This is an optimization exercise on Yosys and OpenROAD, whose aim is small area, a short achievable clock period and few clock cycles per item, not a production implementation.
Function was checked by simulation only, so behaviour that the tests miss may differ from the original.
Power and IR drop assume default switching activity.

### flow/design.v
`timescale 1ns/10ps
`default_nettype none
module xbus_filter (
    input  logic        clk,
    input  logic        arst_n,
    input  logic [65:0] in_pkt,
    input  logic [7:0]  pad_value,
    output logic        vec_wr_en,
    output logic [15:0] vec_din,
    input  logic        vec_full,
    output logic        cache_full
);
    logic [1:0]  tag;
    logic        is_head;
    logic        is_body;
    logic [15:0] hx;
    logic [15:0] hy;
    assign tag = in_pkt[65:64];
    assign is_head = tag == 2'd1;
    assign is_body = tag == 2'd2;
    assign hx = in_pkt[15:0];
    assign hy = in_pkt[31:16];
    logic       x_lo;
    logic       x_hi;
    logic       y_lo;
    logic       y_hi;
    logic [7:0] ex;
    logic [7:0] ey;
    assign x_lo = hx[15:3] == '0;
    assign x_hi = hx == 16'hffff;
    assign y_lo = hy[15:3] == '0;
    assign y_hi = hy == 16'hffff;
    always_comb begin
        ex[0] = x_hi;
        ey[0] = y_hi;
        for (int i = 1; i < 8; i++) begin
            ex[i] = x_lo && hx[2:0] == 3'(i - 1);
            ey[i] = y_lo && hy[2:0] == 3'(i - 1);
        end
    end
    logic [5:0] h_colmask;
    logic [5:0] h_rowmask;
    always_comb begin
        for (int c = 0; c < 6; c++) begin
            h_colmask[c] = ex[c] | ex[c + 1] | ex[c + 2];
            h_rowmask[c] = ey[c] | ey[c + 1] | ey[c + 2];
        end
    end
    logic [2:0] h_cv;
    logic [2:0] h_rv;
    always_comb begin
        for (int k = 0; k < 3; k++) begin
            h_cv[k] = 1'b0;
            h_rv[k] = 1'b0;
            for (int i = 0; i < 8; i++) begin
                if (i - 1 + k >= 1 && i - 1 + k <= 6) begin
                    h_cv[k] = h_cv[k] | ex[i];
                    h_rv[k] = h_rv[k] | ey[i];
                end
            end
        end
    end
    logic [1:0] h_base;
    assign h_base = {hy[0], 1'b0} + hx[1:0] + 2'd1;
    function automatic logic [3:0] need_of(input int b, input logic [5:0] rm,
                                           input logic [5:0] cm);
        logic [3:0] n;
        n = '0;
        if (b < 9) begin
            for (int l = 0; l < 4; l++) begin
                n[l] = rm[(4 * b + l) / 6] & cm[(4 * b + l) % 6];
            end
        end
        need_of = n;
    endfunction
    logic [9:0]      ib;            
    logic [5:0]      colmask;
    logic [5:0]      rowmask;
    logic [2:0][3:0] nd;
    logic [3:0]      nd_next;       
    logic [1:0][3:0] nd_head;
    always_comb begin
        nd_next = {4{ib[9] | ib[8] | ib[7]}};
        for (int b = 0; b < 6; b++) begin
            nd_next = nd_next | ({4{ib[b]}} & need_of(b + 3, rowmask, colmask));
        end
        for (int j = 0; j < 2; j++) begin
            nd_head[j] = need_of(j, h_rowmask, h_colmask);
        end
    end
    always_ff @(posedge clk or negedge arst_n) begin
        if (!arst_n) begin
            ib <= 10'b10_0000_0000;
            nd <= {4'b1111, 4'b1111, 4'b0000};
        end else if (is_head) begin
            ib <= 10'b00_0000_0001;
            nd <= {need_of(2, h_rowmask, h_colmask), nd_head};
        end else if (is_body) begin
            ib <= {ib[8:0], 1'b0};
            nd <= {nd_next, nd[2:1]};
        end
    end
    always_ff @(posedge clk) begin
        if (is_head) begin
            colmask <= h_colmask;
            rowmask <= h_rowmask;
        end
    end
    logic [3:0] wr;
    assign wr = is_body ? nd[0] : 4'd0;
    logic [3:0]       wp;
    logic [3:0]       rp;
    logic [3:0]       t1;
    logic [3:0]       t2;
    logic [3:0]       pop;
    logic [3:0][15:0] ent0;
    logic [3:0][15:0] ent1;
    for (genvar l = 0; l < 4; l++) begin : g_lane
        logic [15:0] m0;
        logic [15:0] m1;
        always_ff @(posedge clk or negedge arst_n) begin
            if (!arst_n) begin
                wp[l] <= 1'b0;
                rp[l] <= 1'b0;
                t1[l] <= 1'b0;
                t2[l] <= 1'b0;
            end else begin
                if (wr[l]) wp[l] <= !wp[l];
                if (pop[l]) rp[l] <= !rp[l];
                if (wr[l] && !pop[l]) begin
                    t1[l] <= 1'b1;
                    t2[l] <= t1[l];
                end else if (!wr[l] && pop[l]) begin
                    t1[l] <= t2[l];
                    t2[l] <= 1'b0;
                end
            end
        end
        always_ff @(posedge clk) begin
            if (wr[l] && !wp[l]) m0 <= {in_pkt[8 * (4 + l) +: 8], in_pkt[8 * l +: 8]};
            if (wr[l] && wp[l]) m1 <= {in_pkt[8 * (4 + l) +: 8], in_pkt[8 * l +: 8]};
        end
        assign ent0[l] = m0;
        assign ent1[l] = m1;
    end
    logic       act;
    logic [2:0] okh;
    logic [2:0] okw;
    logic [8:0] opad;
    logic [3:0] lane0;
    logic       pend;
    logic [2:0] prv;
    logic [2:0] pcv;
    logic [1:0] pbase;
    logic [2:0] vfh;
    function automatic logic [3:0] rotl1(input logic [3:0] v);
        rotl1 = {v[2:0], v[3]};
    endfunction
    logic       row_end0;
    logic       lv1;
    logic       lpad0;
    logic       lpad1;
    logic [3:0] lane1;
    assign row_end0 = okw[2];
    assign lv1 = !(okh[2] && okw[2]);
    assign lpad0 = opad[0];
    assign lpad1 = opad[1];
    assign lane1 = row_end0 ? lane0 : rotl1(lane0);
    logic       emit;
    logic       emit_n;
    logic       take;
    logic [8:0] new_pad;
    logic [3:0] new_base;
    logic       act_n;
    logic       pad0_n;
    logic [3:0] lane0_n;
    logic [3:0] t1_n;
    logic [3:0] t2_n;
    logic [2:0] vfh_n;
    logic       pad1_n;
    logic       row_end0_n;
    logic [3:0] lane1_n;
    logic [3:0] s1_n;
    logic [3:0] s1;             
    assign take = !act || (emit && okh[2] && okw[2]);
    assign pop = (emit && !lpad0) ? lane0 : 4'd0;
    always_comb begin
        act_n = take ? pend : act;
        pad0_n = take ? new_pad[0] : (emit ? opad[1] : opad[0]);
        lane0_n = take ? new_base : (emit ? lane1 : lane0);
        for (int l = 0; l < 4; l++) begin
            t1_n[l] = (wr[l] && !pop[l]) || (t1[l] && !(pop[l] && !wr[l])) || (t2[l] && pop[l]);
            t2_n[l] = (wr[l] && !pop[l]) ? t1[l] : (t2[l] && !pop[l]);
        end
        vfh_n = {vfh[1:0], vec_full};
        if (take) begin
            emit_n = pend && (new_pad[0] || (new_base & (wr | (pop & t2) | (~pop & t1))) != 4'd0);
        end else if (emit) begin
            emit_n = opad[1] || s1 != 4'd0 || (lane1 & wr) != 4'd0;
        end else begin
            emit_n = act && (opad[0] || (lane0 & (t1 | wr)) != 4'd0);
        end
        emit_n = emit_n && vfh_n != 3'b111;
        pad1_n = take ? new_pad[1] : (emit ? opad[2] : opad[1]);
        row_end0_n = take ? 1'b0 : (emit ? okw[1] : okw[2]);
        lane1_n = row_end0_n ? lane0_n : rotl1(lane0_n);
        s1_n = lane1_n & (row_end0_n && !pad0_n ? t2_n : t1_n);
    end
    always_comb begin
        for (int kh = 0; kh < 3; kh++) begin
            for (int kw = 0; kw < 3; kw++) begin
                new_pad[kh * 3 + kw] = !(prv[kh] && pcv[kw]);
            end
        end
        new_base = 4'b0001 << pbase;
    end
    always_ff @(posedge clk or negedge arst_n) begin
        if (!arst_n) begin
            act <= 1'b0;
            emit <= 1'b0;
            s1 <= 4'd0;
            pend <= 1'b0;
            vfh <= '0;
            vec_wr_en <= 1'b0;
        end else begin
            vfh <= vfh_n;
            emit <= emit_n;
            s1 <= s1_n;
            vec_wr_en <= emit;
            if (take) begin
                act <= pend;
            end
            if (is_head) begin
                pend <= 1'b1;
            end else if (take) begin
                pend <= 1'b0;
            end
        end
    end
    logic [3:0]  sel0;
    logic [3:0]  sel1;
    logic [15:0] vec_next;
    assign sel0 = lpad0 ? 4'd0 : (lane0 & ~rp);
    assign sel1 = lpad0 ? 4'd0 : (lane0 & rp);
    always_comb begin
        vec_next = {16{lpad0}} & {pad_value, pad_value};
        for (int l = 0; l < 4; l++) begin
            vec_next = vec_next | ({16{sel0[l]}} & ent0[l]) | ({16{sel1[l]}} & ent1[l]);
        end
    end
    always_ff @(posedge clk) begin
        if (take) begin
            okh <= 3'b001;
            okw <= 3'b001;
            opad <= new_pad;
            lane0 <= new_base;
        end else if (emit) begin
            okw <= {okw[1:0], okw[2]};
            if (okw[2]) okh <= {okh[1:0], okh[2]};
            opad <= {1'b1, opad[8:1]};
            lane0 <= lane1;
        end
        if (is_head) begin
            prv <= h_rv;
            pcv <= h_cv;
            pbase <= h_base;
        end
        vec_din <= vec_next;
    end
    logic       cf_prev;        
    logic       ce1;
    logic       go1;            
    logic [3:0] q0;             
    logic [3:0] q1;             
    logic [3:0] nu1;            
    logic [3:0] nu2;            
    logic [3:0] nf1;            
    logic [3:0] nf2;            
    logic [3:0] na;
    logic [3:0] nb;
    logic [3:0] nc;
    logic [3:0] w1;             
    logic [3:0] w2;
    logic [3:0] w3;
    logic       h01;
    logic       h0and1;
    logic [3:0] hw1;
    logic [3:0] hw2;
    logic [3:0] ov;
    logic [3:0] hov;
    logic       cf_n;
    logic       pend_hit;
    always_comb begin
        ce1 = vfh[1:0] != 2'b11;
        go1 = emit && lv1 && ce1 && !lpad1;
        for (int l = 0; l < 4; l++) begin
            q0[l] = pop[l];
            q1[l] = go1 && s1[l];
        end
        nu1 = ~(q0 | q1);
        nu2 = ~(q0 & q1);
        nf1 = t2 & nu1;
        nf2 = t1 & (t2 | nu1) & nu2;
        na = nd[0];
        nb = (cf_prev && cache_full) ? 4'd0 : nd[1];
        nc = (cf_prev || cache_full) ? 4'd0 : nd[2];
        w1 = na | nb | nc;
        w2 = (na & nb) | (na & nc) | (nb & nc);
        w3 = na & nb & nc;
        ov = (w1 & nf1) | (w2 & nf2) | w3;
        h01 = hy[15] || hy[2:0] <= 3'd2;
        h0and1 = hy[2:1] == 2'd0 && !cache_full;
        hw1 = {4{h01}};
        hw2 = {h0and1, h0and1, 2'b00};
        hov = (hw1 & nf1) | (hw2 & nf2);
        pend_hit = pend && (ib[9] || (ib[8] && !(cf_prev && cache_full))
                            || (ib[7] && !cf_prev && !cache_full));
        cf_n = (is_head ? hov != 4'd0 : ov != 4'd0) || pend_hit;
    end
    always_ff @(posedge clk or negedge arst_n) begin
        if (!arst_n) begin
            cache_full <= 1'b0;
            cf_prev <= 1'b0;
        end else begin
            cache_full <= cf_n;
            cf_prev <= cache_full;
        end
    end
endmodule
`default_nettype wire
### flow/flow/run.sh
#!/bin/bash
# Standard ORFS layout with two changes: the port buffers start as buf_1
# (the resizer still upsizes the ones on critical paths) and CTS uses its own
# clustering and inserts no dummy loads. Each tool's output goes to its own
# log in the work folder.
set -euo pipefail
bash standard.sh \
  'BUFFER_PORTS_ARGS=-buffer_cell sky130_fd_sc_hd__buf_1' \
  'CTS_ARGS=-sink_clustering_enable -repair_clock_nets -dont_use_dummy_load -buf_list sky130_fd_sc_hd__clkbuf_8 -sink_clustering_size 14 -sink_clustering_max_diameter 50' \
  MATCH_CELL_FOOTPRINT=0 \
  finish > make_finish.log 2>&1
### flow/standard.sh
#!/bin/bash
# synth_recipe.tcl (not shown) runs the flow's synth.tcl, then flattens the netlist and writes it again
# the make line also repeats each setting of config.mk as NAME=value (left out here)
make -C /OpenROAD-flow-scripts/flow DESIGN_CONFIG=/design/flow/config.mk WORK_HOME=/design/flow/orfs CLKGATE_MAP_FILE= SYNTH_SCRIPT=/design/flow/synth_recipe.tcl "${@:-finish}"
### flow/config.mk
export PLATFORM = sky130hd
export DESIGN_NAME = xbus_filter
export DESIGN_NICKNAME = xbus_filter
export VERILOG_FILES = /design/flow/design.v
export SDC_FILE = /design/flow/constraint.sdc
export NUM_CORES = 4
export LEC_CHECK = 0
export CAP_MARGIN = 20
export CORE_MARGIN = 2
export CORE_UTILIZATION = 40
export PLACE_DENSITY = 0.7
export SETUP_SLACK_MARGIN = 2.5
export SLEW_MARGIN = 20
### flow/constraint.sdc
create_clock -name core_clock -period 4.5 [get_ports {clk}]
set_input_delay 0.9000 -clock core_clock [delete_from_list [all_inputs] [get_ports {clk}]]
set_output_delay 0.9000 -clock core_clock [all_outputs]
set_load 0.01 [all_outputs]
==> results of run 1 <==
## power by group
group          total [mW]  internal (mW)  switching (mW)
clock                1.15          0.493           0.657
combinational        1.22          0.503           0.713
sequential           2.89           2.60           0.290
## registers in the layout, indices dropped and copies added (netlist names), 4 cells and up
register   flops
lane0          4
s1             4
t2             4
opad           9
t1             4
g_lane.m1     64
rowmask        4
wp             4
rp             4
vec_din       16
colmask        6
ib            10
nd            12
g_lane.m0     64
## timing repair
action                     4_1_cts  5_1_grt
buffers inserted                 8        7
setup endpoints to repair       91       72
resized for setup               12       24
pin swaps                        1        6
hold buffers                     0        0
gates cloned                     1        0
## cells by family after synthesis
group / count (synthesis) / share of synthesized area, %
mux: 16 / 1.669
fa+ha+maj: 14 / 1.733
compound gates: 198 / 14.24
simple gates: 238 / 12.25
xor+xnor: 10 / 0.9055
buf+inv: 59 / 2.639
flops: 231 / 66.56
## layer usage
layer | vias up | track usage [%]
met5 | - | 0
met4 | 0 | 6.529
met3 | 41 | 3.517
li1 | 3132 | -
met1 | 3378 | 26.81
met2 | 322 | 31.48
## area by class of cell
cell class / count / area, um2 / area share (%)
timing repair buffer: 114 / 524.3 / 4.769
tap: 319 / 399.1 / 3.631
timing repair inverter: 1 / 5.005 / 0.04553
clock buffer: 25 / 344.1 / 3.130
sequential: 231 / 6441 / 58.60
inverter: 19 / 85.08 / 0.7740
multi-input combinational: 476 / 3193 / 29.05
## stage by stage
step,cells,hold slack [ps],cell area (um2)
after floorplan,766,366.6,9823
after global placement,1144,374.4,10430
after detailed placement,1144,395.2,10430
after CTS,1178,404.0,10870
after global routing,1185,415.4,10990
final,1185,397.5,10990
## path summary, 6_finish.rpt
path | start | to | slack, ps | depth (start not counted)
setup / recovery | in_pkt[2] | nd[0] | 2520 | 6
hold / removal | vfh[0] | vfh[1] | 400 | 0
setup reg to reg | opad[1] | cache_full | 2570 | 6
hold reg to reg | vfh[0] | vfh[1] | 400 | 0
max in group asynchronous | arst_n | cache_full | 3460 | 2
min in group asynchronous | arst_n | wp[2] | 480 | 2
## cells in the final DEF (no fill, tap or decap), drive strengths merged, types with 12 or more instances in the layout
cell	netlist	layout
a31oi	17	17
nand2	90	90
inv	19	18
mux2i	15	15
dfxtp	26	26
nand4	15	15
a22o	12	12
a221oi	20	20
nand3	24	24
a22oi	36	36
o21ai	54	54
dfrtp	41	41
a222oi	16	16
buf	12	104
edfxtp	155	155
nor2b	12	12
a21oi	26	26
clkbuf	28	35
nor2	47	47
==> results.txt, run 1 <==
Outcome -> complete, no violations
Met1 WL -> 10,590 um
CTS tree -> done
Sum of negative setup slack -> 0 ps
Largest net degree at the start of global routing -> 51
Via count -> 6,873
Final min period -> 1976 ps
Final Max Tran Viols -> 0
Core Region -> 0.02361 mm2
Layout area overhead -> 13.65%
Fin. Hold Viols -> 0
Global-route wire length before repair -> 38,850 um
WS Path Type -> in -> reg
Antenna viol nets, final -> 0
Maximum clock rate -> 0.5061 GHz
Synth Flop Type -> edfxtp_1
Via/cell ratio -> 5.800
Clock root buffer -> clkbuf_8
Count leader, synth -> edfxtp_1
ANT cells -> 0
Total CTS buffers -> 25
Top cells by count, synth -> 155 x edfxtp_1, 84 x nand2_1, 50 x o21ai_0
GRT Residual Overflow -> 0
Register area share after synthesis -> 66.56%
Final WS setup -> 2524 ps
Top-area cell type share of the netlist area -> 48.12%
Final Core Density -> 46.55%
Post-Route WL -> 25,100 um
Syn. warnings -> 1
Top cells by area, synth -> edfxtp_1 48%, dfrtp_1 11%, dfxtp_1 5.4%, nand2_1 3.3%, a22oi_1 2.8%
Syn_area_per_cell -> 12.63 um2
Crit path max-delay family -> simple AND/OR/NAND/NOR gates
NumNets Final -> 955
DRT Pass-1 Iters -> 5
Mapped Area -> 0.009672 mm2
CTS Sinks -> 231
Max Cap Viol -> 0
HP Class -> reg -> reg
Wire per inst -> 21.18 um
Cells after Synth -> 766
Rows -> 56
Vias in the first global route -> 6,781
H-Tree Depth -> 1
Highest metal used -> met4
Fillcell total -> 2,121
Crit path buf inv count -> 1
CP cell instances -> buf_1 > nand4_1 > or4_1 > o21ai_4 > a221oi_1 > a21oi_1
Power Density -> 478.1 mW/mm2
Final cycle utilization of the critical path -> 43.91%
Top-level port count -> 95
Die H -> 159.5 um
Crit path capture type -> register
Post-synth top area cell -> edfxtp_1
Total power draw -> 5.255 mW
Met3 wire len -> 2222 um
Residual DRC count -> 0
Critical-path top delay cell -> or4_1
Clk Latency, worst-skew pair -> 550 ps
Gr usage total -> 19.54%
Initial antenna violation count -> 0
Worst-path clk slew -> 60 ps
LEAKAGE -> 3.833 nW
Worst endpoint required time -> 4920 ps
Die W -> 159.5 um
Final setup fails -> 0
Initial drt markers -> 739
Synth cell types -> 59
Worst Path Max Fanout -> 8
Initial core utilization -> 40.96%
DP Worst Slack -> 1799 ps
Met2 WL -> 11,680 um
Maximum buffer depth of the clock tree -> 3
Port Buffers -> 94
Critical path's largest stage delay -> 620 ps
DP Wirelength -> 16,700 um
Post-synth EDFFs -> 155
Maximum vdd drop -> 0.2076 mV
Worst slew margin -> 46.00%
Worst Setup Start Kind -> primary input
Share of synthesized registers carrying an async set or reset -> 21.65%
RePlAce Congestion -> 0.8819
Worst Skew -> 64.40 ps
Critical Path AT -> 2390 ps
Post-synthesis register bit count -> 231
Synth Net Count -> 853
Share of layout cells above drive strength 1 -> 15.01%
RSZ-0062 raised after global routing -> yes
Die area -> 0.02544 mm2
Actual slew at the worst max-slew pin -> 810.0 ps
Testbench counts, summed over its fixed seeds: cycles 4,179, windows 384.
==> inputs of run 2 (changes only) <==
--- a/flow/flow/run.sh
+++ b/flow/flow/run.sh
@@ -6,6 +6,6 @@
 set -euo pipefail
 bash standard.sh \
   'BUFFER_PORTS_ARGS=-buffer_cell sky130_fd_sc_hd__buf_1' \
-  'CTS_ARGS=-sink_clustering_enable -repair_clock_nets -dont_use_dummy_load -buf_list sky130_fd_sc_hd__clkbuf_8 -sink_clustering_size 14 -sink_clustering_max_diameter 50' \
+  'CTS_ARGS=-sink_clustering_enable -repair_clock_nets -dont_use_dummy_load -buf_list sky130_fd_sc_hd__clkbuf_8 -sink_clustering_size 16 -sink_clustering_max_diameter 60' \
   MATCH_CELL_FOOTPRINT=0 \
   finish > make_finish.log 2>&1
==> run 2 against run 1 <==
Against the previous run: still clean; global-route usage barely moved; combinational power about the same; synthesized cell count did not move; critical path depth grew 2; first-iteration DRC count up 23%; non-clock buffer count grew 1; cell count is 0.34% lower; power is 2.3% lower; critical endpoint unchanged.
==> results.txt, run 2 <==
Outcome -> complete, no violations
NumNets Final -> 951 (-0.42%)
Fin. Hold Viols -> 0 (unchanged)
Die W -> 159.5 um (unchanged)
Count leader, synth -> edfxtp_1
Antenna viol nets, final -> 0 (unchanged)
Via/cell ratio -> 5.809 (+0.16%)
Power Density -> 470.3 mW/mm2 (-1.6%)
Crit path max-delay family -> simple AND/OR/NAND/NOR gates
Final min period -> 1945 ps (-31.46 ps)
Mapped Area -> 0.009672 mm2 (unchanged)
Crit path buf inv count -> 2 (+1)
Clk Latency, worst-skew pair -> 520 ps (-30 ps)
Initial antenna violation count -> 0 (unchanged)
Top-area cell type share of the netlist area -> 48.12% (unchanged)
Die H -> 159.5 um (unchanged)
Maximum buffer depth of the clock tree -> 3 (unchanged)
Initial core utilization -> 40.96% (unchanged)
WS Path Type -> in -> reg
Clock share of power -> 20.2% (-1.7 points)
Worst Skew -> 68.24 ps (+3.838 ps)
Top-level port count -> 95 (unchanged)
LEAKAGE -> 3.789 nW (-1.1%)
Commonest non-fill, non-tap cell in the layout -> edfxtp_1
P_int -> 3.498 mW (-2.7%)
Critical-path top delay cell -> nor4_2
Critical path's largest stage delay -> 290 ps (-330 ps)
Worst Hold Path EP -> vfh[1]
Worst slew margin -> 46.07% (+0.070 points)
RSZ-0062 raised after global routing -> no
Reg2Reg Capture Point -> cache_full
Global-route wire length before repair -> 38,820 um (about the same)
RePlAce Congestion -> 0.8819 (unchanged)
Total CTS buffers -> 20 (-20%)
HP Start -> vfh[0]
FF-to-FF Start -> opad[1]
Syn. warnings -> 1 (unchanged)
Most frequent cells in the layout -> 155 x edfxtp_1, 84 x buf_1, 79 x nand2_1
Worst-path clk slew -> 80 ps (+20 ps)
DP Worst Slack -> 1799 ps (unchanged)
Clock root buffer -> clkbuf_8
Post-synthesis register bit count -> 231 (unchanged)
Vias in the first global route -> 6,716 (-0.96%)
ANT cells -> 0 (unchanged)
Rows -> 56 (unchanged)
Final setup fails -> 0 (unchanged)
Post-synth EDFFs -> 155 (unchanged)
Top cells by area, synth -> edfxtp_1 48%, dfrtp_1 11%, dfxtp_1 5.4%, nand2_1 3.3%, a22oi_1 2.8%
Synth cell types -> 59 (unchanged)
Gr usage total -> 19.52% (-0.023 points)
Post-Route WL -> 25,150 um (+0.21%)
HP Class -> reg -> reg
Worst Path Max Fanout -> 4 (-4)
Layout area overhead -> 12.90%
CTS Sinks -> 231 (unchanged)
Via count -> 6,861 (-0.17%)
Regs by FF count -> g_lane.m0 (64), g_lane.m1 (64), vec_din (16)
Final cycle utilization of the critical path -> 43.21% (-0.70 points)
FF-to-FF setup slack -> 2560 ps (about the same)
Comb pwr share -> 23.7% (+0.6 points)
Reg2Reg Depth -> 6 (unchanged)
CP cell instances -> buf_1 > nor4_2 > nand4_1 > buf_4 > or2_4 > o21ai_4 > a221oi_1 > a21oi_1
Share of layout cells above drive strength 1 -> 14.62% (-0.39 points)
Wire per inst -> 21.30 um (+0.55%)
Worst Setup Start Kind -> primary input
Crit path capture type -> register
Maximum vdd drop -> 0.1991 mV (-4.1%)
Share of synthesized registers carrying an async set or reset -> 21.65% (unchanged)
H-Tree Depth -> 1 (unchanged)
Max Cap Viol -> 0 (unchanged)
Die area -> 0.02544 mm2 (unchanged)
Final Max Tran Viols -> 0 (unchanged)
Synth Flop Type -> edfxtp_1
Critical Path AT -> 2350 ps (-40 ps)
Cells after Synth -> 766 (unchanged)
Net load switching power -> 1.638 mW (-1.3%)
DRT Pass-1 Iters -> 6 (+1)
Actual slew at the worst max-slew pin -> 808.9 ps (-1.050 ps)
Syn_area_per_cell -> 12.63 um2 (unchanged)
Residual DRC count -> 0 (unchanged)
Largest net degree at the start of global routing -> 51 (unchanged)
Final WS setup -> 2555 ps (+31.46 ps)
Switching Fraction -> 31.89% (+0.31 points)
Sum of negative setup slack -> 0 ps (unchanged)
# hold bufs at CTS -> 0 (unchanged)
Top cells by count, synth -> 155 x edfxtp_1, 84 x nand2_1, 50 x o21ai_0
CTS tree -> done
Worst Hold Depth -> 0 (unchanged)
Synth Net Count -> 853 (unchanged)
Reg power frac -> 56.1% (+1.1 points)
DP Wirelength -> 16,700 um (unchanged)
GRT Residual Overflow -> 0 (unchanged)
Core Region -> 0.02361 mm2 (unchanged)
Port Buffers -> 94 (unchanged)
Maximum clock rate -> 0.5142 GHz (+1.6%)
Register area share after synthesis -> 66.56% (unchanged)
Worst endpoint required time -> 4900 ps (-20 ps)
Post-synth top area cell -> edfxtp_1
Initial drt markers -> 910 (+23%)
## run 2: cell counts after synthesis
Identical to the previous run, type by type.
## run 2: power by group through the flow
stage	logic [mW]	registers, mW	clock network (mW)
after floorplan	0.826	2.83	0
after global placement	1.04	2.95	0
after detailed placement	1.05	2.95	0
after CTS	1.14	2.88	1.06
after global routing	1.34	2.92	1.14
final	1.22	2.88	1.04
## run 2: layer usage
layer | share of wire, % | global-route usage (%)
met1 | 42 | 26.79
met2 | 47 | 31.72
met3 | 8.6 | 3.517
met4 | 2.3 | 5.909
met5 | 0 | 0
## run 2: worst max path at each step
stage,cells after the start,end,startpoint
CTS,4,g_lane[0].m1[4],in_pkt[64]
detailed placement,6,nd[5],in_pkt[64]
floorplan,9,emit,in_pkt[64]
global placement,6,nd[4],in_pkt[64]
finish,8,nd[0],in_pkt[4]
global route,6,cache_full,opad[1]
## run 2: repair_timing
item                       4_1_cts  5_1_grt
setup endpoints to repair      124       42
pin swaps                        1        2
buffers inserted                 9        7
hold endpoints to repair         0        0
gates cloned                     1        0
gates resized for setup         14       22
## run 2: per-stage QoR
| stage | power, mW | area [um2] | std cells | hold WS (ps) | utilization (%) |
|---|---|---|---|---|---|
| 6_report | 5.136 | 10920 | 1181 | 403.7 | 46.24 |
| 5_1_grt | 5.401 | 10920 | 1181 | 423.3 | 46.24 |
| 4_1_cts | 5.073 | 10810 | 1174 | 409.2 | 45.79 |
| 3_5_place_dp | 4.006 | 10430 | 1144 | 395.2 | 44.16 |
| 3_3_place_gp | 3.983 | 10430 | 1144 | 374.4 | 44.16 |
| 2_1_floorplan | 3.659 | 9823 | 766 | 366.6 | - |
## run 2: kinds of logic after synthesis
logic type | Yosys count | synth area share, %
multiplexers | 16 | 1.669
adder cells (fa/ha/maj) | 14 | 1.733
flip-flops | 231 | 66.56
buffers and inverters | 59 | 2.639
AO/OA/AOI/OAI | 198 | 14.24
XOR/XNOR | 10 | 0.9055
AND/OR/NAND/NOR | 238 | 12.25
## run 2: layout make-up
| type | count | area, um2 |
|---|---|---|
| flip-flops and latches | 231 | 6441 |
| clock buffers | 20 | 275.3 |
| multi-input cells | 476 | 3183 |
| fillers | 2149 | 12690 |
| inverters | 19 | 85.08 |
| repair inverters | 1 | 5.005 |
| well taps | 319 | 399.1 |
| repair buffers | 115 | 530.5 |
==> inputs of run 3 (changes only) <==
--- a/flow/config.mk
+++ b/flow/config.mk
@@ -8,6 +8,5 @@
 export CAP_MARGIN = 20
 export CORE_MARGIN = 2
 export CORE_UTILIZATION = 40
-export PLACE_DENSITY = 0.7
 export SETUP_SLACK_MARGIN = 2.5
 export SLEW_MARGIN = 20
==> run 3 against run 2 <==
Against the previous run: still clean on timing, DRC and antenna; critical path depth down 3; sequential share of layout area about the same; sequential cell count unchanged; power about the same; cell count down 0.59%; largest cell class unchanged; largest power group unchanged.
==> results.txt, run 3 <==
Outcome -> complete, no violations
WS Path Type -> reg -> reg
Residual DRC count -> 0 (unchanged)
Worst slew margin -> 52.96% (+6.9 points)
Placed Area -> 0.01044 mm2 (+0.13%)
Share of layout cells above drive strength 1 -> 14.15% (-0.47 points)
Clock root buffer -> clkbuf_8
Global-route wire length before repair -> 39,390 um (+1.5%)
Syn_area_per_cell -> 12.63 um2 (unchanged)
Final min period -> 2034 ps (+89.80 ps)
Crit path buf inv count -> 2 (unchanged)
Top cells by area, synth -> edfxtp_1 48%, dfrtp_1 11%, dfxtp_1 5.4%, nand2_1 3.3%, a22oi_1 2.8%
HP Class -> in -> async
Worst Path Max Fanout -> 21 (+17)
Most frequent cells in the layout -> 155 x edfxtp_1, 84 x buf_1, 79 x nand2_1
Fillcell total -> 2,206 (+2.7%)
CTS tree -> done
Total power draw -> 5.139 mW (about the same)
Count leader, synth -> edfxtp_1
Via count -> 6,734 (-1.9%)
DP Worst Slack -> 1774 ps (-24.85 ps)
Crit path max-delay family -> compound AO/OA/AOI/OAI gates
Fin. Hold Viols -> 0 (unchanged)
Syn. warnings -> 1 (unchanged)
# hold bufs at CTS -> 0 (unchanged)
Final WS setup -> 2466 ps (-89.80 ps)
Commonest non-fill, non-tap cell in the layout -> edfxtp_1
Synth cell types -> 59 (unchanged)
Post-synthesis register bit count -> 231 (unchanged)
Post-Synth XOR/XNOR Area -> 0.9056% (unchanged)
CP cell instances -> buf_12 > nor3b_2 > buf_4 > a222oi_1 > nand2_1
Regs by FF count -> g_lane.m0 (64), g_lane.m1 (64), vec_din (16)
Worst Setup Start Kind -> register
Initial drt markers -> 593 (-35%)
H-Tree Depth -> 1 (unchanged)
Actual slew at the worst max-slew pin -> 703.9 ps (-105.1 ps)
Die W -> 159.5 um (unchanged)
Max Cap Viol -> 0 (unchanged)
Synth Net Count -> 853 (unchanged)
Largest net degree at the start of global routing -> 45 (-12%)
Clk Latency, worst-skew pair -> 550 ps (+30 ps)
Worst Skew -> 84.41 ps (+16.17 ps)
Antenna viol nets, final -> 0 (unchanged)
Worst endpoint required time -> 4870 ps (-30 ps)
Worst-path clk slew -> 100 ps (+20 ps)
Vias in the first global route -> 6,634 (-1.2%)
Synth Flop Type -> edfxtp_1
Power Density -> 470.8 mW/mm2 (+0.10%)
Crit path capture type -> register
NumNets Final -> 944 (-0.74%)
Die H -> 159.5 um (unchanged)
Port Buffers -> 94 (unchanged)
Core Region -> 0.02361 mm2 (unchanged)
Maximum clock rate -> 0.4915 GHz (-4.4%)
DRT Pass-1 Iters -> 6 (unchanged)
RePlAce Congestion -> 0.8370 (-5.1%)
Critical-path top delay cell -> a222oi_1
Die area -> 0.02544 mm2 (unchanged)
Initial core utilization -> 40.96% (unchanged)
Top-area cell type share of the netlist area -> 48.12% (unchanged)
Layout area overhead -> 12.85% (about the same)
Final Max Tran Viols -> 0 (unchanged)
Cells after Synth -> 766 (unchanged)
Finished layout cell area -> 0.01091 mm2 (about the same)
Sum of negative setup slack -> 0 ps (unchanged)
DP Wirelength -> 17,410 um (+4.3%)
Maximum buffer depth of the clock tree -> 3 (unchanged)
Multi-input gate area -> 0.003201 mm2 (+0.55%)
Post-synth top area cell -> edfxtp_1
Rows -> 56 (unchanged)
Share of synthesized registers carrying an async set or reset -> 21.65% (unchanged)
ANT cells -> 0 (unchanged)
Maximum vdd drop -> 0.2442 mV (+23%)
Mapped Area -> 0.009672 mm2 (unchanged)
GRT Residual Overflow -> 0 (unchanged)
Synth Area in Simple Gates -> 12.25% (unchanged)
Initial antenna violation count -> 1 (+1)
Wire per inst -> 21.91 um (+2.9%)
RSZ-0062 raised after global routing -> yes
Via/cell ratio -> 5.736 (-1.3%)
Top cells by count, synth -> 155 x edfxtp_1, 84 x nand2_1, 50 x o21ai_0
Post-synth EDFFs -> 155 (unchanged)
Crit path depth -> 5 (-3)
Post-synthesis mux area share -> 1.669% (unchanged)
Critical path's largest stage delay -> 600 ps (+310 ps)
Top-level port count -> 95 (unchanged)
Final Core Density -> 46.22% (about the same)
Final cycle utilization of the critical path -> 45.21% (+2.0 points)
Register area share after synthesis -> 66.56% (unchanged)
Register area -> 0.006441 mm2 (unchanged)
Gr usage total -> 19.95% (+0.43 points)
LEAKAGE -> 3.780 nW (-0.25%)
Post-Route WL -> 25,730 um (+2.3%)
Post-synthesis compound-gate area fraction -> 14.24% (unchanged)
Critical Path AT -> 2410 ps (+60 ps)
Largest family of logic cells by synthesized area -> compound AO/OA/AOI/OAI gates
Total CTS buffers -> 21 (+5.0%)
Reg2Reg Depth -> 5 (-1)
Final setup fails -> 0 (unchanged)
CTS Sinks -> 231 (unchanged)
Adder-cell area share of the yosys netlist -> 1.734% (unchanged)
==> run 3: final cells by class <==
| class | instances | share of cell area, % |
|---|---|---|
| timing repair inverter | 1 | 0.04586 |
| inverter | 19 | 0.7795 |
| sequential | 231 | 59.02 |
| tap | 319 | 3.657 |
| clock buffer | 21 | 2.648 |
| timing repair buffer | 107 | 4.528 |
| multi-input combinational | 476 | 29.32 |
==> run 3: metal layers <==
metal | global-route usage (%) | routed length (um) | up-vias
li1 | - | - | 3098
met3 | 3.022 | 1864 | 37
met2 | 31.01 | 11650 | 263
met5 | 0 | 0 | -
met1 | 29.49 | 11750 | 3336
met4 | 4.793 | 458 | 0
==> run 3: per-stage QoR <==
stage / std cells / hold WS [ps]
4_1_cts: 1170 / 302.2
5_1_grt: 1174 / 315.3
6_report: 1174 / 305.3
3_3_place_gp: 1145 / 381.8
3_5_place_dp: 1145 / 392.9
2_1_floorplan: 766 / 366.6
==> run 3: kinds of logic after synthesis <==
logic type	count (synthesis)
and+or+nand+nor	238
DFF	231
AOI/OAI and AO/OA	198
buffers and inverters	59
muxes	16
adders and majority gates	14
xor gates and xnor gates	10
==> run 3: worst paths after layout <==
kind,from,to,slack [ps]
worst max-delay path,opad[0],vec_din[5],2470
worst min-delay path,arst_n,wp[2],310
worst max register to register,opad[0],vec_din[5],2470
worst min register to register,vfh[0],vfh[1],410
max in group asynchronous,arst_n,ib[9],3280
min in group core_clock,vfh[0],vfh[1],410
==> run 3: repair_timing <==
action / CTS / global route
hold endpoints to repair: 0 / 0
setup buffers: 3 / 4
pin swaps: 2 / 6
cloned: 1 / 0
gates resized for setup: 16 / 27
endpoints found under the setup margin: 109 / 24
==> run 3: where the power goes <==
part	total [mW]	switching (mW)	internal (mW)
clock	1.08	0.666	0.418
sequential	2.89	0.296	2.59
combinational	1.16	0.695	0.469
==> inputs of run 4 (changes only) <==
--- a/flow/config.mk
+++ b/flow/config.mk
@@ -8,5 +8,6 @@
 export CAP_MARGIN = 20
 export CORE_MARGIN = 2
 export CORE_UTILIZATION = 40
-export SETUP_SLACK_MARGIN = 2.5
+export PLACE_DENSITY = 0.7
+export SETUP_SLACK_MARGIN = 2.6
 export SLEW_MARGIN = 20
==> run 4 against run 3 <==
Against the previous run: still clean on timing, DRC and antenna; cell count up 1.8%; sequential power hardly changed; utilization is 2.1 points higher; maximum frequency up 4.7%; count of clock-buffer cells in the layout shrank 1; critical path type unchanged; highest routed layer unchanged.
==> results.txt, run 4 <==
Outcome -> complete, no violations
GRT Residual Overflow -> 0 (unchanged)
Worst endpoint required time -> 4840 ps (-30 ps)
Post-Route WL -> 25,590 um (-0.54%)
Top cells by count, synth -> 155 x edfxtp_1, 84 x nand2_1, 50 x o21ai_0
Die H -> 159.5 um (unchanged)
Antenna viol nets, final -> 0 (unchanged)
RePlAce Congestion -> 0.8971 (+7.2%)
Largest net degree at the start of global routing -> 51 (+13%)
Most frequent cells in the layout -> 155 x edfxtp_1, 78 x nand2_1, 54 x buf_1
Final cycle utilization of the critical path -> 43.20% (-2.0 points)
Die area -> 0.02544 mm2 (unchanged)
CP cell instances -> nor2b_4 > nand2_4 > maj3_2 > a22o_1 > a311oi_2 > a31oi_1
Initial drt markers -> 686 (+16%)
Vias in the first global route -> 6,742 (+1.6%)
Fin. Hold Viols -> 0 (unchanged)
Count leader, synth -> edfxtp_1
Clock root buffer -> clkbuf_8
Maximum vdd drop -> 0.1641 mV (-33%)
HP Class -> reg -> reg
Cells after Synth -> 766 (unchanged)
Worst Path Max Fanout -> 7 (-67%)
Post-synthesis register bit count -> 231 (unchanged)
Initial core utilization -> 40.96% (unchanged)
Actual slew at the worst max-slew pin -> 657.5 ps (-46.32 ps)
Via count -> 6,942 (+3.1%)
Via/cell ratio -> 5.809 (+1.3%)
WS Path Type -> reg -> reg
HP Start -> vfh[0]
Layout area overhead -> 18.09%
Initial antenna violation count -> 0 (-1)
Top cells by area, synth -> edfxtp_1 48%, dfrtp_1 11%, dfxtp_1 5.4%, nand2_1 3.3%, a22oi_1 2.8%
Wire per inst -> 21.41 um (-2.3%)
Maximum clock rate -> 0.5145 GHz (+4.7%)
Synth Net Count -> 853 (unchanged)
Mapped Area -> 0.009672 mm2 (unchanged)
Final min period -> 1944 ps (-90.59 ps)
CTS Sinks -> 231 (unchanged)
Worst-path clk slew -> 90 ps (about the same)
Sum of negative setup slack -> 0 ps (unchanged)
Final Core Density -> 48.37% (+2.1 points)
Finished layout cell area -> 0.01142 mm2 (+4.6%)
Max Cap Viol -> 0 (unchanged)
Clk Latency, worst-skew pair -> 560 ps (about the same)
H-Tree Depth -> 1 (unchanged)
Regs by FF count -> g_lane.m0 (64), g_lane.m1 (64), vec_din (16)
Final setup fails -> 0 (unchanged)
CTS tree -> done
Placed Area -> 0.01047 mm2 (+0.30%)
FF-to-FF Start -> opad[0]
Die W -> 159.5 um (unchanged)
RSZ-0062 raised after global routing -> yes
Register area share after synthesis -> 66.56% (unchanged)
Crit path capture type -> register
Critical-path top delay cell -> edfxtp_1
Syn_area_per_cell -> 12.63 um2 (unchanged)
Syn. warnings -> 1 (unchanged)
Port Buffers -> 94 (unchanged)
Worst Setup Start Kind -> register
Residual DRC count -> 0 (unchanged)
Synth Flop Type -> edfxtp_1
Final Max Tran Viols -> 0 (unchanged)
Power Density -> 465.0 mW/mm2 (-1.2%)
Post-synth top area cell -> edfxtp_1
Post-synth EDFFs -> 155 (unchanged)
Worst Skew -> 118.6 ps (+34.19 ps)
Gr usage total -> 19.52% (-0.43 points)
ANT cells -> 0 (unchanged)
Share of layout cells above drive strength 1 -> 22.37% (+8.2 points)
Worst slew margin -> 56.16% (+3.2 points)
Multi-input gate area -> 0.003338 mm2 (+4.3%)
NumNets Final -> 965 (+2.2%)
DP Wirelength -> 16,870 um (-3.1%)
Total CTS buffers -> 20 (-4.8%)
Global-route wire length before repair -> 38,820 um (-1.4%)
Core Region -> 0.02361 mm2 (unchanged)
Top-level port count -> 95 (unchanged)
Critical Path Start -> opad[0]
Maximum buffer depth of the clock tree -> 3 (unchanged)
Top-area cell type share of the netlist area -> 48.12% (unchanged)
Synth cell types -> 59 (unchanged)
Rows -> 56 (unchanged)
Register area -> 0.006454 mm2 (+0.19%)
Critical Path AT -> 2280 ps (-130 ps)
Commonest non-fill, non-tap cell in the layout -> edfxtp_1
DRT Pass-1 Iters -> 7 (+1)
LEAKAGE -> 4.059 nW (+7.4%)
Share of synthesized registers carrying an async set or reset -> 21.65% (unchanged)
Critical path's largest stage delay -> 460 ps (-140 ps)
Fillcell total -> 2,071 (-6.1%)
[run 4: metrics by stage]
stage | hold slack (ps) | power, mW | instances | worst slack [ps]
6_report | 403.4 | 5.310 | 1195 | 2556
5_1_grt | 421.1 | 5.568 | 1195 | 2482
3_5_place_dp | 393.8 | 4.023 | 1144 | 1867
3_3_place_gp | 385.3 | 3.993 | 1144 | 1873
2_1_floorplan | 366.6 | 3.668 | 766 | 2375
4_1_cts | 406.7 | 5.221 | 1182 | 2452
[run 4: cell type report]
class | instances | share of cell area, %
Clock buffer | 20 | 2.410
Timing Repair Buffer | 130 | 7.647
Inverter | 19 | 0.7121
Tap cell | 319 | 3.495
Sequential cell | 231 | 56.51
Multi-Input combinational cell | 476 | 29.23
[run 4: per-layer routing]
layer,vias to the layer above,global-route usage [%],wire (um)
met2,317,32.09,12280
met3,42,3.464,2214
met5,-,0,0
met1,3438,26.57,10540
met4,0,5.744,557
li1,3145,-,-
[run 4: logic make-up (layout without fill, tap and decap cells)]
group | count (synthesis) | after routing | share of synthesized area [%]
mux | 16 | 16 | 1.669
buf+inv | 59 | 169 | 2.639
fa+ha+maj | 14 | 14 | 1.733
compound gates | 198 | 198 | 14.24
xor+xnor | 10 | 10 | 0.9055
simple gates | 238 | 238 | 12.25
flops | 231 | 231 | 66.56
[run 4: worst paths after layout]
check                        endpoint  slack [ps]  cells after the start
max                        cache_full        2560                      6
min                            vfh[1]         400                      0
max reg2reg                cache_full        2560                      6
min reg2reg                    vfh[1]         400                      0
max in group asynchronous  cache_full        3470                      2
min in group asynchronous       nd[2]         470                      2
[run 4: power by group]
group | switching, mW | internal (mW)
clock | 0.633 | 0.398
combinational | 0.756 | 0.619
sequential | 0.297 | 2.61
total | 1.69 | 3.62
[run 4: critical path, delay by kind of cell (launching register included)]
kind | cells | cell delay (ps)
AO/OA/AOI/OAI | 3 | 490
flip-flops | 1 | 460
adder cells (fa/ha/maj) | 1 | 340
AND/OR/NAND/NOR | 2 | 430
[run 4: timing repair]
action	CTS	global route
hold buffers	0	0
gates cloned	0	0
setup endpoints to repair	92	35
pin swaps	4	13
gates resized for setup	70	71
buffers inserted	18	13
==> inputs of run 5 (changes only) <==
--- a/flow/config.mk
+++ b/flow/config.mk
@@ -9,5 +9,5 @@
 export CORE_MARGIN = 2
 export CORE_UTILIZATION = 40
 export PLACE_DENSITY = 0.7
-export SETUP_SLACK_MARGIN = 2.6
+export SETUP_SLACK_MARGIN = 2.55
 export SLEW_MARGIN = 20
==> run 5 against run 4 <==
Against the previous run: clock power rose by 5%; global-route usage is 0.055 points higher; synthesized cell count unchanged; power is 1.2% lower; largest cell class unchanged; final area decreased by 2.5%; non-clock buffer count decreased by 9; via count fell by 1.4%; sequential share of layout area increased by 1.4 points; cell count fell by 0.59%; register-to-register slack about the same; still clean on timing, DRC and antenna; first-iteration DRC count up 18%.
==> results.txt, run 5 <==
Mapped Area -> 0.009672 mm2 (unchanged)
Fillcell total -> 2,091 (+0.97%)
Sum of negative setup slack -> 0 ps (unchanged)
Cells after Synth -> 766 (unchanged)
Maximum clock rate -> 0.5131 GHz (-0.27%)
FF-to-FF Start -> opad[1]
Share of synthesized registers carrying an async set or reset -> 21.65% (unchanged)
Net load switching power -> 1.686 mW (about the same)
Die H -> 159.5 um (unchanged)
Final Core Density -> 47.15% (-1.2 points)
Reg2Reg Capture Point -> cache_full
Placed Area -> 0.01046 mm2 (-0.13%)
DP Wirelength -> 16,660 um (-1.2%)
Commonest non-fill, non-tap cell in the layout -> edfxtp_1
Worst Skew -> 50.45 ps (-68.14 ps)
Syn. warnings -> 1 (unchanged)
Via count -> 6,845 (-1.4%)
Register area -> 0.006445 mm2 (-0.14%)
Wire per inst -> 21.40 um (about the same)
HP Class -> reg -> reg
Post-synthesis register bit count -> 231 (unchanged)
Worst Setup Start Kind -> register
GRT Residual Overflow -> 0 (unchanged)
Die area -> 0.02544 mm2 (unchanged)
ANT cells -> 0 (unchanged)
Global-route wire length before repair -> 38,710 um (-0.28%)
Worst-case hold slack -> 402.2 ps (-1.226 ps)
Rows -> 56 (unchanged)
Most frequent cells in the layout -> 155 x edfxtp_1, 78 x nand2_1, 69 x buf_1
Worst Hold Depth -> 0 (unchanged)
H-Tree Depth -> 1 (unchanged)
Top-area cell type share of the netlist area -> 48.12% (unchanged)
Regs by FF count -> g_lane.m0 (64), g_lane.m1 (64), vec_din (16)
Switching Fraction -> 32.15% (+0.40 points)
Syn_area_per_cell -> 12.63 um2 (unchanged)
Top cells by count, synth -> 155 x edfxtp_1, 84 x nand2_1, 50 x o21ai_0
Finished layout cell area -> 0.01113 mm2 (-2.5%)
Top cells by area, synth -> edfxtp_1 48%, dfrtp_1 11%, dfxtp_1 5.4%, nand2_1 3.3%, a22oi_1 2.8%
Total CTS buffers -> 21 (+5.0%)
Max Cap Viol -> 0 (unchanged)
CTS tree -> done
Initial core utilization -> 40.96% (unchanged)
Top-level port count -> 95 (unchanged)
Worst slew margin -> 54.26% (-1.9 points)
Post-synth EDFFs -> 155 (unchanged)
Port Buffers -> 94 (unchanged)
Final cycle utilization of the critical path -> 43.31% (+0.12 points)
Dpl cells -> 1,144 (unchanged)
Synth Net Count -> 853 (unchanged)
Layout Cells excl Fill -> 1,188 (-0.59%)
RSZ-0062 raised after global routing -> yes
Register area share after synthesis -> 66.56% (unchanged)
Outcome -> complete, no violations
Post-Route WL -> 25,430 um (-0.63%)
Maximum vdd drop -> 0.1931 mV (+18%)
Worst Path Max Fanout -> 5 (-2)
Residual DRC count -> 0 (unchanged)
Critical Path AT -> 2330 ps (+50 ps)
Clock root buffer -> clkbuf_8
Final Max Tran Viols -> 0 (unchanged)
Worst Hold Path EP -> vfh[1]
Actual slew at the worst max-slew pin -> 684.5 ps (+26.93 ps)
Largest net degree at the start of global routing -> 51 (unchanged)
Synth cell types -> 59 (unchanged)
Maximum buffer depth of the clock tree -> 3 (unchanged)
Reg power frac -> 55.0% (+0.3 points)
Layout area overhead -> 15.12%
Synth Flop Type -> edfxtp_1
FF-to-FF setup slack -> 2550 ps (about the same)
DRT Pass-1 Iters -> 5 (-2)
Initial antenna violation count -> 0 (unchanged)
NumNets Final -> 958 (-0.73%)
Clk Latency, worst-skew pair -> 530 ps (-30 ps)
Gr usage total -> 19.57% (+0.055 points)
Count leader, synth -> edfxtp_1
Core Region -> 0.02361 mm2 (unchanged)
Die W -> 159.5 um (unchanged)
Crit path capture type -> register
Initial drt markers -> 808 (+18%)
HP Start -> vfh[0]
LEAKAGE -> 3.901 nW (-3.9%)
Comb pwr share -> 24.4% (-1.5 points)
Final setup fails -> 0 (unchanged)
Clock share of power -> 20.6% (+1.2 points)
Multi-input gate area -> 0.003261 mm2 (-2.3%)
Worst endpoint required time -> 4880 ps (+40 ps)
Final min period -> 1949 ps (+5.320 ps)
Via/cell ratio -> 5.762 (-0.82%)
Fin. Hold Viols -> 0 (unchanged)
Reg2Reg Depth -> 6 (unchanged)
WS Path Type -> reg -> reg
P_int -> 3.558 mW (-1.8%)
Vias in the first global route -> 6,678 (-0.95%)
Share of layout cells above drive strength 1 -> 17.84% (-4.5 points)
Post-synth top area cell -> edfxtp_1
CTS Sinks -> 231 (unchanged)
Power Density -> 471.0 mW/mm2 (+1.3%)
Worst-path clk slew -> 90 ps (about the same)
RePlAce Congestion -> 0.8452 (-5.8%)
Antenna viol nets, final -> 0 (unchanged)
[run 5: cell types whose count changed in the layout (fill, tap and decap cells not counted), moves of 3 or more]
cell,change
buf_1,+15
buf_6,-11
buf_12,-7
dfxtp_1,+7
dfxtp_2,-7
a21oi_1,+4
a21oi_2,-4
buf_2,-4
nor4_1,+4
ha_1,+3
ha_2,-3
nand2_2,+3
nand2_4,-3
nor4_2,-3
[run 5: repair_timing]
item,CTS,global route
pin swaps,1,9
hold buffers,0,0
setup buffers,8,14
setup endpoints to repair,75,34
cloned,1,0
resized for setup,28,58
[run 5: kinds of logic after synthesis]
kind of cell | after synthesis | synth area share [%]
buf+inv | 59 | 2.639
xor+xnor | 10 | 0.9055
flops | 231 | 66.56
simple gates | 238 | 12.25
compound gates | 198 | 14.24
mux | 16 | 1.669
fa+ha+maj | 14 | 1.733
[run 5: power by group through the flow]
stage,clock network [mW],registers [mW],logic (mW)
2_1_floorplan,0,2.83,0.831
3_3_place_gp,0,2.94,1.05
3_5_place_dp,0,2.95,1.08
4_1_cts,1.09,2.88,1.18
5_1_grt,1.18,2.92,1.40
6_report,1.08,2.89,1.28
[run 5: worst max-delay path by stage]
stage          startpoint          to  slack [ps]  cells after the start
2_1_floorplan  in_pkt[64]        emit        2380                      9
3_3_place_gp   in_pkt[64]       nd[0]        1880                      6
3_5_place_dp   in_pkt[64]       nd[0]        1800                      6
4_1_cts              emit  cache_full        2470                      6
5_1_grt           opad[0]       s1[1]        2420                      6
6_report          opad[1]  cache_full        2550                      6
[run 5: stage by stage]
step / power, mW / setup slack, ps
after global routing: 5.509 / 2424
after global placement: 3.992 / 1876
after detailed placement: 4.024 / 1804
after floorplan: 3.663 / 2375
after CTS: 5.147 / 2465
final: 5.244 / 2551
[run 5: layout make-up]
| cell class | count | share of cell area, % |
|---|---|---|
| Timing Repair Buffer | 121 | 5.843 |
| Clock buffer | 21 | 2.596 |
| Tap cell | 319 | 3.585 |
| Inverter | 19 | 0.7641 |
| Multi-Input combinational cell | 476 | 29.28 |
| Timing Repair inverter | 1 | 0.04495 |
| Sequential cell | 231 | 57.88 |
[run 5: routing by layer]
layer	vias to the layer above	GRT usage (%)	share of wire, %
li1	3128	-	-
met1	3368	27.24	41
met2	314	31.37	48
met3	35	3.621	8.9
met4	0	5.826	2.0
met5	-	0	0
[run 5: critical path, stage by stage, from the launching register on]
cell      delay, ps
edfxtp_1        430
and2b_4         320
nand4_1         180
maj3_2          370
a22o_1          220
a311oi_2        230
a31oi_1          60
==> inputs of run 6 (changes only) <==
==> flow/config.mk (replaced) <==
export PLATFORM = sky130hd
export DESIGN_NAME = xbus_filter
export DESIGN_NICKNAME = xbus_filter
export VERILOG_FILES = /design/flow/design.v
export SDC_FILE = /design/flow/constraint.sdc
export NUM_CORES = 4
export LEC_CHECK = 0
export CAP_MARGIN = 0
export CORE_MARGIN = 2
export CORE_UTILIZATION = 40
export PLACE_DENSITY = 0.7
export SETUP_SLACK_MARGIN = 2.5
export SLEW_MARGIN = 0
==> run 6 against run 5 <==
Against the previous run: still clean on timing, DRC and antenna; synthesized area is the same; setup slack better by 4.5 ps; global-route usage is 0.056 points lower; largest cell class unchanged.
==> results.txt, run 6 <==
Critical path's largest stage delay -> 290 ps (-140 ps)
Regs by FF count -> g_lane.m0 (64), g_lane.m1 (64), vec_din (16)
CP cell instances -> buf_1 > nor4_2 > nand4_1 > buf_4 > or2_4 > o21ai_4 > a221oi_1 > a21oi_1
Commonest non-fill, non-tap cell in the layout -> edfxtp_1
Final setup fails -> 0 (unchanged)
Post-synthesis register bit count -> 231 (unchanged)
ANT cells -> 0 (unchanged)
Worst-path clk slew -> 80 ps (about the same)
Worst slew margin -> 46.07% (-8.2 points)
Top-level port count -> 95 (unchanged)
Maximum clock rate -> 0.5142 GHz (+0.23%)
Share of synthesized registers carrying an async set or reset -> 21.65% (unchanged)
HP Class -> reg -> reg
Antenna viol nets, final -> 0 (unchanged)
RSZ-0062 raised after global routing -> no
Worst Setup Start Kind -> primary input
Initial core utilization -> 40.96% (unchanged)
Worst endpoint required time -> 4900 ps (+20 ps)
Count leader, synth -> edfxtp_1
NumNets Final -> 951 (-0.73%)
CTS Sinks -> 231 (unchanged)
Final Max Tran Viols -> 0 (unchanged)
Critical Path AT -> 2350 ps (+20 ps)
Total CTS buffers -> 20 (-4.8%)
Dpl cells -> 1,144 (unchanged)
Final min period -> 1945 ps (-4.530 ps)
Initial antenna violation count -> 0 (unchanged)
Top cells by area, synth -> edfxtp_1 48%, dfrtp_1 11%, dfxtp_1 5.4%, nand2_1 3.3%, a22oi_1 2.8%
Residual DRC count -> 0 (unchanged)
DRT Pass-1 Iters -> 6 (+1)
Sum of negative setup slack -> 0 ps (unchanged)
Via count -> 6,861 (+0.23%)
GRT Residual Overflow -> 0 (unchanged)
Core Region -> 0.02361 mm2 (unchanged)
Worst Path Max Fanout -> 4 (-1)
Actual slew at the worst max-slew pin -> 808.9 ps (+124.5 ps)
Layout area overhead -> 12.90%
Wire per inst -> 21.30 um (-0.49%)
Largest net degree at the start of global routing -> 51 (unchanged)
Power Density -> 470.3 mW/mm2 (-0.14%)
FF-to-FF setup slack -> 2560 ps (about the same)
Synth Net Count -> 853 (unchanged)
Syn_area_per_cell -> 12.63 um2 (unchanged)
DP Wirelength -> 16,700 um (+0.26%)
Top-area cell type share of the netlist area -> 48.12% (unchanged)
Worst Skew -> 68.24 ps (+17.79 ps)
Fin. Hold Viols -> 0 (unchanged)
Post-synth EDFFs -> 155 (unchanged)
Clock root buffer -> clkbuf_8
Worst-case hold slack -> 403.7 ps (+1.501 ps)
WS Path Type -> in -> reg
Post-synth top area cell -> edfxtp_1
Die W -> 159.5 um (unchanged)
Rows -> 56 (unchanged)
Synth Flop Type -> edfxtp_1
Share of layout cells above drive strength 1 -> 14.62% (-3.2 points)
Maximum vdd drop -> 0.1991 mV (+3.1%)
Via/cell ratio -> 5.809 (+0.83%)
Vias in the first global route -> 6,716 (+0.57%)
Port Buffers -> 94 (unchanged)
Outcome -> complete, no violations
Maximum buffer depth of the clock tree -> 3 (unchanged)
Critical-path top delay cell -> nor4_2
H-Tree Depth -> 1 (unchanged)
Cells after Synth -> 766 (unchanged)
Die H -> 159.5 um (unchanged)
Post-Route WL -> 25,150 um (-1.1%)
Top cells by count, synth -> 155 x edfxtp_1, 84 x nand2_1, 50 x o21ai_0
Initial drt markers -> 910 (+13%)
Mapped Area -> 0.009672 mm2 (unchanged)
RePlAce Congestion -> 0.8819 (+4.3%)
Max Cap Viol -> 0 (unchanged)
Final cycle utilization of the critical path -> 43.21% (-0.10 points)
Register area share after synthesis -> 66.56% (unchanged)
Die area -> 0.02544 mm2 (unchanged)
Crit path capture type -> register
Gr usage total -> 19.52% (-0.056 points)
LEAKAGE -> 3.789 nW (-2.9%)
Layout Cells excl Fill -> 1,181 (-0.59%)
Clk Latency, worst-skew pair -> 520 ps (about the same)
Fillcell total -> 2,149 (+2.8%)
CTS tree -> done
Synth cell types -> 59 (unchanged)
Most frequent cells in the layout -> 155 x edfxtp_1, 84 x buf_1, 79 x nand2_1
Syn. warnings -> 1 (unchanged)
Global-route wire length before repair -> 38,820 um (+0.28%)
-- run 6: cell types whose count changed in the layout (fill, tap and decap cells not counted), moves of 3 or more --
cell / delta
clkbuf_2: -7
buf_4: -7
dfxtp_1: +3
o21ai_0: +9
buf_1: +15
o21ai_1: -9
dfxtp_2: -3
nor4_2: +4
buf_6: -3
nor4_4: -4
-- run 6: final cells by class --
cell class | count | area (um2) | area share (%)
Sequential cell | 231 | 6441 | 58.99
Timing Repair Buffer | 115 | 530.5 | 4.858
Inverter | 19 | 85.08 | 0.7792
Tap cell | 319 | 399.1 | 3.655
Clock buffer | 20 | 275.3 | 2.521
Timing Repair inverter | 1 | 5.005 | 0.04583
Multi-Input combinational cell | 476 | 3183 | 29.15
-- run 6: through the flow --
step | area, um2 | setup slack [ps] | utilization [%] | total power, mW
floorplan | 9823 | 2375 | - | 3.659
global placement | 10430 | 1866 | 44.16 | 3.983
detailed placement | 10430 | 1799 | 44.16 | 4.006
CTS | 10810 | 2503 | 45.79 | 5.073
global route | 10920 | 2495 | 46.24 | 5.401
finish | 10920 | 2555 | 46.24 | 5.136
-- run 6: kinds of logic (layout without fill, tap and decap cells) --
logic type / after synthesis / count (layout) / synth area share [%]
buffers and inverters: 59 / 155 / 2.639
DFF: 231 / 231 / 66.56
xor gates and xnor gates: 10 / 10 / 0.9055
AOI/OAI and AO/OA: 198 / 198 / 14.24
and+or+nand+nor: 238 / 238 / 12.25
muxes: 16 / 16 / 1.669
adders and majority gates: 14 / 14 / 1.733
-- run 6: timing repair --
| item | 4_1_cts | 5_1_grt |
|---|---|---|
| cloned | 1 | 0 |
| setup buffers | 9 | 7 |
| hold buffers | 0 | 0 |
| gates resized for setup | 14 | 22 |
| setup endpoints to repair | 124 | 42 |
| pin swaps | 1 | 2 |
-- run 6: final timing paths --
check                      startpoint          to  cells after the start
max                         in_pkt[4]       nd[0]                      8
max reg2reg                   opad[1]  cache_full                      6
min                            vfh[0]      vfh[1]                      0
max in group asynchronous      arst_n  cache_full                      2
min in group asynchronous      arst_n         act                      2
min reg2reg                    vfh[0]      vfh[1]                      0
-- run 6: power by group --
part | switching (mW) | total [mW] | internal (mW)
Sequential | 0.283 | 2.88 | 2.60
Combinational | 0.718 | 1.22 | 0.501
Clock | 0.637 | 1.04 | 0.399
-- run 6: per-layer routing --
layer / global-route usage (%) / wire length [um] / up-vias / share of wire [%]
met3: 3.517 / 2159 / 44 / 8.6
met5: 0 / 0 / - / 0
met4: 5.909 / 591 / 0 / 2.3
met1: 26.79 / 10510 / 3334 / 42
met2: 31.72 / 11890 / 367 / 47
li1: - / - / 3116 / -
-- run 6: critical path: cells and delay by family --
family	cells	cell delay (ps)
AND/OR/NAND/NOR	3	670
AO/OA/AOI/OAI	3	440
buffers and inverters	2	340
==> inputs of run 7 (changes only) <==
--- a/flow/config.mk
+++ b/flow/config.mk
@@ -5,9 +5,9 @@
 export SDC_FILE = /design/flow/constraint.sdc
 export NUM_CORES = 4
 export LEC_CHECK = 0
-export CAP_MARGIN = 0
+export CAP_MARGIN = 10
 export CORE_MARGIN = 2
 export CORE_UTILIZATION = 40
 export PLACE_DENSITY = 0.7
 export SETUP_SLACK_MARGIN = 2.5
-export SLEW_MARGIN = 0
+export SLEW_MARGIN = 10
==> run 7 against run 6 <==
Against the previous run: still clean on timing, DRC and antenna; setup slack unchanged; synthesized cell count stayed put; register-to-register slack is essentially flat; worst hold slack unchanged; die area did not move; routed wire length is the same; non-clock buffer count unchanged; critical path depth unchanged; synthesized area unchanged; critical path type unchanged; critical endpoint unchanged; largest power group unchanged.
==> results.txt, run 7 <==
Final setup fails -> 0 (unchanged)
Die H -> 159.5 um (unchanged)
Mapped Area -> 0.009672 mm2 (unchanged)
Commonest non-fill, non-tap cell in the layout -> edfxtp_1
Initial drt markers -> 910 (unchanged)
Max Cap Viol -> 0 (unchanged)
Top-level port count -> 95 (unchanged)
Met2 WL -> 11,890 um (unchanged)
Highest metal used -> met4
Worst Setup Start Kind -> primary input
Power Density -> 470.3 mW/mm2 (unchanged)
Worst slew margin -> 46.07% (unchanged)
NumNets Final -> 951 (unchanged)
Syn. warnings -> 1 (unchanged)
Clk Latency, worst-skew pair -> 520 ps (about the same)
WS Path Type -> in -> reg
Total CTS buffers -> 20 (unchanged)
DP Wirelength -> 16,700 um (unchanged)
Maximum clock rate -> 0.5142 GHz (unchanged)
Die area -> 0.02544 mm2 (unchanged)
Core Region -> 0.02361 mm2 (unchanged)
Critical Path AT -> 2350 ps (about the same)
Post-Route WL -> 25,150 um (unchanged)
DRT Pass-1 Iters -> 6 (unchanged)
Initial core utilization -> 40.96% (unchanged)
CTS tree -> done
RePlAce Congestion -> 0.8819 (unchanged)
Top cells by area, synth -> edfxtp_1 48%, dfrtp_1 11%, dfxtp_1 5.4%, nand2_1 3.3%, a22oi_1 2.8%
CP cell instances -> buf_1 > nor4_2 > nand4_1 > buf_4 > or2_4 > o21ai_4 > a221oi_1 > a21oi_1
Via/cell ratio -> 5.809 (unchanged)
Port Buffers -> 94 (unchanged)
Post-synthesis register bit count -> 231 (unchanged)
Share of synthesized registers carrying an async set or reset -> 21.65% (unchanged)
Initial antenna violation count -> 0 (unchanged)
Syn_area_per_cell -> 12.63 um2 (unchanged)
Via count -> 6,861 (unchanged)
Total power draw -> 5.136 mW (unchanged)
Synth Net Count -> 853 (unchanged)
Layout area overhead -> 12.90% (unchanged)
# hold bufs at CTS -> 0 (unchanged)
Synth cell types -> 59 (unchanged)
Synth Flop Type -> edfxtp_1
RSZ-0062 raised after global routing -> no
Met1 WL -> 10,510 um (unchanged)
Critical-path top delay cell -> nor4_2
Met3 wire len -> 2159 um (unchanged)
Wire per inst -> 21.30 um (unchanged)
Top-area cell type share of the netlist area -> 48.12% (unchanged)
ANT cells -> 0 (unchanged)
Count leader, synth -> edfxtp_1
Fin. Hold Viols -> 0 (unchanged)
Actual slew at the worst max-slew pin -> 808.9 ps (unchanged)
Crit path capture type -> register
Residual DRC count -> 0 (unchanged)
Fillcell total -> 2,149 (unchanged)
Top cells by count, synth -> 155 x edfxtp_1, 84 x nand2_1, 50 x o21ai_0
Largest net degree at the start of global routing -> 51 (unchanged)
GRT Residual Overflow -> 0 (unchanged)
Final cycle utilization of the critical path -> 43.21% (unchanged)
Cells after Synth -> 766 (unchanged)
Sum of negative setup slack -> 0 ps (unchanged)
H-Tree Depth -> 1 (unchanged)
Worst-path clk slew -> 80 ps (about the same)
Die W -> 159.5 um (unchanged)
Final min period -> 1945 ps (unchanged)
Outcome -> complete, no violations
Worst endpoint required time -> 4900 ps (about the same)
Regs by FF count -> g_lane.m0 (64), g_lane.m1 (64), vec_din (16)
Global-route wire length before repair -> 38,820 um (unchanged)
LEAKAGE -> 3.789 nW (unchanged)
Critical path's largest stage delay -> 290 ps (about the same)
Maximum vdd drop -> 0.1991 mV (unchanged)
Clock root buffer -> clkbuf_8
Rows -> 56 (unchanged)
Gr usage total -> 19.52% (unchanged)
Vias in the first global route -> 6,716 (unchanged)
Worst Path Max Fanout -> 4 (unchanged)
Post-synth EDFFs -> 155 (unchanged)
Antenna viol nets, final -> 0 (unchanged)
Register area share after synthesis -> 66.56% (unchanged)
HP Class -> reg -> reg
Final Max Tran Viols -> 0 (unchanged)
Share of layout cells above drive strength 1 -> 14.62% (unchanged)
CTS Sinks -> 231 (unchanged)
Most frequent cells in the layout -> 155 x edfxtp_1, 84 x buf_1, 79 x nand2_1
Post-synth top area cell -> edfxtp_1
Worst Skew -> 68.24 ps (unchanged)
Maximum buffer depth of the clock tree -> 3 (unchanged)
[run 7: cell counts after synthesis]
Identical to the previous run, type by type.
[run 7: area by class of cell]
cell class	instances	area, um2	share of cell area [%]
clock buffer	20	275.3	2.521
inverter	19	85.08	0.7792
multi-input combinational	476	3183	29.15
sequential	231	6441	58.99
tap	319	399.1	3.655
timing repair buffer	115	530.5	4.858
timing repair inverter	1	5.005	0.04583
[run 7: where the power goes]
group	leakage (nW)	switching, mW	internal (mW)	total [mW]
logic	1.44	0.718	0.501	1.22
clock network	0.144	0.637	0.399	1.04
registers	2.21	0.283	2.60	2.88
[run 7: worst max-delay path: cells and delay by family]
kind / cells / cell delay, ps
AND/OR/NAND/NOR: 3 / 670
AO/OA/AOI/OAI: 3 / 440
buffers and inverters: 2 / 340
[run 7: timing repair]
| action | CTS | global route |
|---|---|---|
| gates resized for setup | 14 | 22 |
| pin swaps | 1 | 2 |
| setup buffers | 9 | 7 |
| cloned | 1 | 0 |
| setup endpoints to repair | 124 | 42 |
[run 7: logic make-up after synthesis]
| logic type | count (synthesis) | synth area share [%] |
|---|---|---|
| flip-flops | 231 | 66.56 |
| XOR/XNOR | 10 | 0.9055 |
| buffers and inverters | 59 | 2.639 |
| multiplexers | 16 | 1.669 |
| adder cells (fa/ha/maj) | 14 | 1.733 |
| AO/OA/AOI/OAI | 198 | 14.24 |
| AND/OR/NAND/NOR | 238 | 12.25 |
[run 7: per-layer routing]
layer	global-route usage (%)	vias to the layer above
li1	-	3116
met1	26.79	3334
met2	31.72	367
met3	3.517	44
met4	5.909	0
met5	0	-
[run 7: path summary, 6_finish.rpt]
path | endpoint | cells after the start | slack, ps | from
max reg2reg | cache_full | 6 | 2560 | opad[1]
max | nd[0] | 8 | 2560 | in_pkt[4]
min | vfh[1] | 0 | 400 | vfh[0]
min reg2reg | vfh[1] | 0 | 400 | vfh[0]
max in group asynchronous | cache_full | 2 | 3480 | arst_n
min in group asynchronous | act | 2 | 490 | arst_n
[run 7: through the flow]
| stage | utilization (%) | hold slack (ps) | area (um2) | worst slack [ps] | cells |
|---|---|---|---|---|---|
| 5_1_grt | 46.24 | 423.3 | 10920 | 2495 | 1181 |
| 3_3_place_gp | 44.16 | 374.4 | 10430 | 1866 | 1144 |
| 4_1_cts | 45.79 | 409.2 | 10810 | 2503 | 1174 |
| 3_5_place_dp | 44.16 | 395.2 | 10430 | 1799 | 1144 |
| 2_1_floorplan | - | 366.6 | 9823 | 2375 | 766 |
| 6_report | 46.24 | 403.7 | 10920 | 2555 | 1181 |

[afterwards: timing with drivers on the ports]
Ports are ideal in the flow. The routed layouts listed here were re-timed in OpenROAD.
Step 1, drivers: a clkbuf_16 drives clk and a buf_2 each remaining input, both assumed.
Step 2 adds t to the input delays and takes it off the output delays; t is the mean of the earliest and latest rising clock arrival at the registers after step 1. Input paths then give back, and output paths get back, about the clock's delay inside the block.
Three values: no drivers, after step 1, after step 2; two values: the first two.
run	t, ns	setup WS [ns]	worst hold slack (ns)	latest minus earliest clock arrival (ns)	cell pins on the clock port's net
run 1	0.565	2.524 / 2.496 / 1.952	0.397 / 0.397 / 0.397	0.065 / 0.064	1
run 2	0.528	2.555 / 2.513 / 2.039	0.404 / 0.404 / 0.404	0.077 / 0.077	1
run 3	0.552	2.466 / 2.466 / 1.975	0.305 / 0.284 / 0.409	0.085 / 0.086	1
run 4	0.541	2.556 / 2.544 / 2.045	0.403 / 0.403 / 0.403	0.119 / 0.118	1
run 5	0.552	2.551 / 2.533 / 1.995	0.402 / 0.402 / 0.402	0.053 / 0.052	1
run 6	0.528	2.555 / 2.513 / 2.039	0.404 / 0.404 / 0.404	0.077 / 0.077	1
run 7	0.528	2.555 / 2.513 / 2.039	0.404 / 0.404 / 0.404	0.077 / 0.077	1
After both steps every run listed still meets setup and hold. For run 1, which loses most, drivers alone change the setup slack by -0.028 ns; drivers and shift together by -0.572 ns.
